From an optimization exercise on the open Yosys and OpenROAD flow, aimed at small area and a short achievable clock period; shortcuts taken in it are not production practice.
Only simulation tests tie the RTL to the original design; equivalence was not proved.
The flow treats the clock pin as an ideal source, which a real chip does not have.
No activity file was given, so power comes from the tool's default toggle rates.

// pkt_fifo_sync
module pkt_fifo_sync #(
  parameter int DATA_W    = 32,
  parameter int DEPTH     = 64,
  parameter int AF_THRESH = DEPTH - 4
) (
  input  logic                       clk,
  input  logic                       rst_n,
  input  logic                       s_tvalid,
  output logic                       s_tready,
  input  logic [DATA_W-1:0]          s_tdata,
  input  logic                       s_tlast,
  input  logic                       s_tuser,
  output logic                       m_tvalid,
  input  logic                       m_tready,
  output logic [DATA_W-1:0]          m_tdata,
  output logic                       m_tlast,
  output logic [$clog2(DEPTH+1)-1:0] level,
  output logic [$clog2(DEPTH+1)-1:0] pkt_count,
  output logic                       almost_full,
  output logic                       drop_pulse
);
Settings: LEC_CHECK=0, CAP_MARGIN=5, CORE_MARGIN=2, CORE_UTILIZATION=60, CTS_CLUSTER_DIAMETER=80, CTS_CLUSTER_SIZE=30, SETUP_SLACK_MARGIN=3.0, SLEW_MARGIN=5; clock period 5.5 ns.
run.sh (not shown) runs the stock make flow with config.mk's settings and CLKGATE_MAP_FILE= SYNTH_SCRIPT=/design/flow/synth_recipe.tcl, a recipe that flattens the netlist after the stock synthesis.
==> next run, changes <==
==> flow/flow/run.sh (new file) <==
#!/bin/bash
# Standard ORFS layout, with timing repair after CTS and after global routing
# run repeatedly (see repair.tcl).  Full tool output goes to flow_standard.log.
set -euo pipefail
W=$(pwd)
bash standard.sh PRE_CTS_TCL=$W/flow/repair.tcl PRE_GLOBAL_ROUTE_TCL=$W/flow/repair.tcl finish > $W/flow_standard.log 2>&1
==> flow/flow/repair.tcl (new file) <==
# Sourced before the CTS and global-route steps: the steps' timing repair
# (repair_timing_helper) is run several times instead of once, since one
# repair_timing call often stops well short of its setup margin.
proc repair_timing_helper { args } {
  set additional_args {}
  append_env_var additional_args SETUP_SLACK_MARGIN -setup_margin 1
  append_env_var additional_args HOLD_SLACK_MARGIN -hold_margin 1
  append_env_var additional_args SETUP_MOVE_SEQUENCE -sequence 1
  append_env_var additional_args TNS_END_PERCENT -repair_tns 1
  append_env_var additional_args SKIP_PIN_SWAP -skip_pin_swap 0
  append_env_var additional_args SKIP_GATE_CLONING -skip_gate_cloning 0
  append_env_var additional_args SKIP_BUFFER_REMOVAL -skip_buffer_removal 0
  append_env_var additional_args SKIP_LAST_GASP -skip_last_gasp 0
  append_env_var additional_args SKIP_VT_SWAP -skip_vt_swap 0
  append_env_var additional_args SKIP_CRIT_VT_SWAP -skip_crit_vt_swap 0
  append_env_var additional_args MATCH_CELL_FOOTPRINT -match_cell_footprint 0
  lappend additional_args {*}$args -verbose
  for {set i 0} {$i < 3} {incr i} {
    log_cmd repair_timing {*}$additional_args
  }
}
==> flow/standard.sh (new file) <==
#!/bin/bash
# synth_recipe.tcl (not shown) runs the flow's synth.tcl, then flattens the netlist and writes it again
# the make line also repeats each setting of config.mk as NAME=value (left out here)
make -C /OpenROAD-flow-scripts/flow DESIGN_CONFIG=/design/flow/config.mk WORK_HOME=/design/flow/orfs CLKGATE_MAP_FILE= SYNTH_SCRIPT=/design/flow/synth_recipe.tcl "${@:-finish}"
CAP_MARGIN = 20   (was 5)
SLEW_MARGIN = 20   (was 5)
removed: flow/run.sh
=> The changed run went through all stages and came out clean; setup slack loses 0.0065 ns; via count is about the same; critical path depth went up by 6; global-route usage stays the same.

Starting RTL as in the previous note.
Settings: LEC_CHECK=0, CAP_MARGIN=20, CORE_MARGIN=2, CORE_UTILIZATION=70, CTS_CLUSTER_DIAMETER=80, CTS_CLUSTER_SIZE=30, SETUP_SLACK_MARGIN=3.0, SLEW_MARGIN=20; clock period 5.5 ns.
Stock flow here: none of the scripts above is used.
Rerun with:
- CORE_UTILIZATION: 70 -> 60
- GPL_TIMING_DRIVEN: not set -> 0
=>
- cell area is higher by 6.7%
- sequential power fell by about 3%
- critical path depth grows by 4
- synthesized cell count stays the same

pkt_fifo_sync, a different RTL version from the one above (not shown whole).
Size: roughly 2200 flip-flops, roughly 89 I/O pins, about 77000 um^2 of cells after synthesis.
Settings: LEC_CHECK=0, CAP_MARGIN=20, CORE_MARGIN=2, CORE_UTILIZATION=60, CTS_CLUSTER_DIAMETER=70, CTS_CLUSTER_SIZE=25, SETUP_SLACK_MARGIN=2.9, SLEW_MARGIN=20, SYNTH_HIERARCHICAL=1, SYNTH_MINIMUM_KEEP_SIZE=0; clock period 5.5 ns.
==> next run, changes <==
Settings changed: SETUP_SLACK_MARGIN 2.9 to 3.0, SYNTH_HIERARCHICAL 1 to unset, SYNTH_MINIMUM_KEEP_SIZE 0 to unset.
The new run passed the timing, DRC and antenna checks. Total power rose by 2.6%. First-iteration DRC count went up by about 17%. Maximum frequency is higher by about 6%. Cell count goes up by about 7%. Clock skew hardly moves. Die area increases by about 3%. Worst setup slack gains 170 ps. Critical path depth came out lower by 4. Routed wire length climbs by 40%.
==> next run, changes <==
Settings changed: SETUP_SLACK_MARGIN 3.0 to 3.1, SYNTH_HIERARCHICAL set to 1, SYNTH_MINIMUM_KEEP_SIZE set to 0.
Outcome: Power drops by 3.0%; design area drops by 3.7%; area after synthesis drops by 3.0%; fmax drops by 8.1%; synthesized cell count drops by 11%; via count drops by 17%; clock skew drops by 8.7 ps; worst hold slack is worse by 170 ps; sequential share of layout area climbs by 2.7 points.
==> next run, changes <==
==> flow/flow/run.sh (new file) <==
#!/bin/bash
# Standard ORFS layout, with timing repair after CTS and after global routing
# run repeatedly (see repair.tcl).  Full tool output goes to flow_standard.log.
set -euo pipefail
W=$(pwd)
bash standard.sh PRE_CTS_TCL=$W/flow/repair.tcl PRE_GLOBAL_ROUTE_TCL=$W/flow/repair.tcl finish > $W/flow_standard.log 2>&1
==> flow/flow/repair.tcl (new file) <==
# Sourced before the CTS and global-route steps: the steps' timing repair
# (repair_timing_helper) is run several times instead of once, since one
# repair_timing call often stops well short of its setup margin.
proc repair_timing_helper { args } {
  set additional_args {}
  append_env_var additional_args SETUP_SLACK_MARGIN -setup_margin 1
  append_env_var additional_args HOLD_SLACK_MARGIN -hold_margin 1
  append_env_var additional_args SETUP_MOVE_SEQUENCE -sequence 1
  append_env_var additional_args TNS_END_PERCENT -repair_tns 1
  append_env_var additional_args SKIP_PIN_SWAP -skip_pin_swap 0
  append_env_var additional_args SKIP_GATE_CLONING -skip_gate_cloning 0
  append_env_var additional_args SKIP_BUFFER_REMOVAL -skip_buffer_removal 0
  append_env_var additional_args SKIP_LAST_GASP -skip_last_gasp 0
  append_env_var additional_args SKIP_VT_SWAP -skip_vt_swap 0
  append_env_var additional_args SKIP_CRIT_VT_SWAP -skip_crit_vt_swap 0
  append_env_var additional_args MATCH_CELL_FOOTPRINT -match_cell_footprint 0
  lappend additional_args {*}$args -verbose
  for {set i 0} {$i < 3} {incr i} {
    log_cmd repair_timing {*}$additional_args
  }
}
==> flow/standard.sh (new file) <==
#!/bin/bash
# synth_recipe.tcl (not shown) runs the flow's synth.tcl, then flattens the netlist and writes it again
# the make line also repeats each setting of config.mk as NAME=value (left out here)
make -C /OpenROAD-flow-scripts/flow DESIGN_CONFIG=/design/flow/config.mk WORK_HOME=/design/flow/orfs CLKGATE_MAP_FILE= SYNTH_SCRIPT=/design/flow/synth_recipe.tcl "${@:-finish}"
Settings changed: SETUP_SLACK_MARGIN 3.1 to 3.0, SYNTH_HIERARCHICAL 1 to unset, SYNTH_MINIMUM_KEEP_SIZE 0 to unset.
removed: flow/run.sh
=>
- critical path depth fell by 2
- first-iteration DRC count rose by 30%
- area after synthesis grows by 3.1%
- sequential power barely changes
- design area rises by 4.0%
- power rises by 3.4%
- clock-buffer cell count climbs by 17
- non-clock buffer count goes up by 90
- synthesized cell count goes up by 12%

[separate check: timing with driven ports]
Ports are ideal in the flow. The routed layouts listed here were re-timed in OpenROAD. Step 1, drivers: a clkbuf_16 drives clk and a buf_2 each remaining input, both assumed. Step 2 adds t to the input delays and takes it off the output delays; t is the mean of the earliest and latest rising clock arrival at the registers after step 1. Input paths then give back, and output paths get back, about the clock's delay inside the block. Three values: ideal ports, drivers, drivers and shift; two values: the first two.
run	t, ns	setup WS [ns]	hold slack, ns	latest minus earliest clock arrival (ns)
the first run of note 1	0.847	2.985 / 2.902 / 2.297	0.487 / 0.427 / 0.513	0.034 / 0.033
the second run of note 1	0.851	2.978 / 2.899 / 2.295	0.480 / 0.420 / 0.517	0.033 / 0.033
the first run of note 2	0.822	2.805 / 2.805 / 2.319	0.507 / 0.444 / 0.521	0.054 / 0.054
the second run of note 2	0.858	2.851 / 2.851 / 2.215	0.204 / 0.146 / 0.519	0.047 / 0.046
the first run of note 3	0.843	2.679 / 2.679 / 2.210	0.276 / 0.245 / 0.555	0.036 / 0.036
the second run of note 3	0.885	2.844 / 2.763 / 2.188	0.412 / 0.353 / 0.503	0.042 / 0.042
the third run of note 3	0.855	2.611 / 2.611 / 2.188	0.238 / 0.183 / 0.563	0.030 / 0.031
the fourth run of note 3	0.884	2.717 / 2.717 / 2.190	0.410 / 0.351 / 0.501	0.033 / 0.032
After both steps setup and hold are still met in every run listed. For the first run of note 1, which loses most, drivers alone change the setup slack by -0.083 ns; drivers and shift together by -0.688 ns.
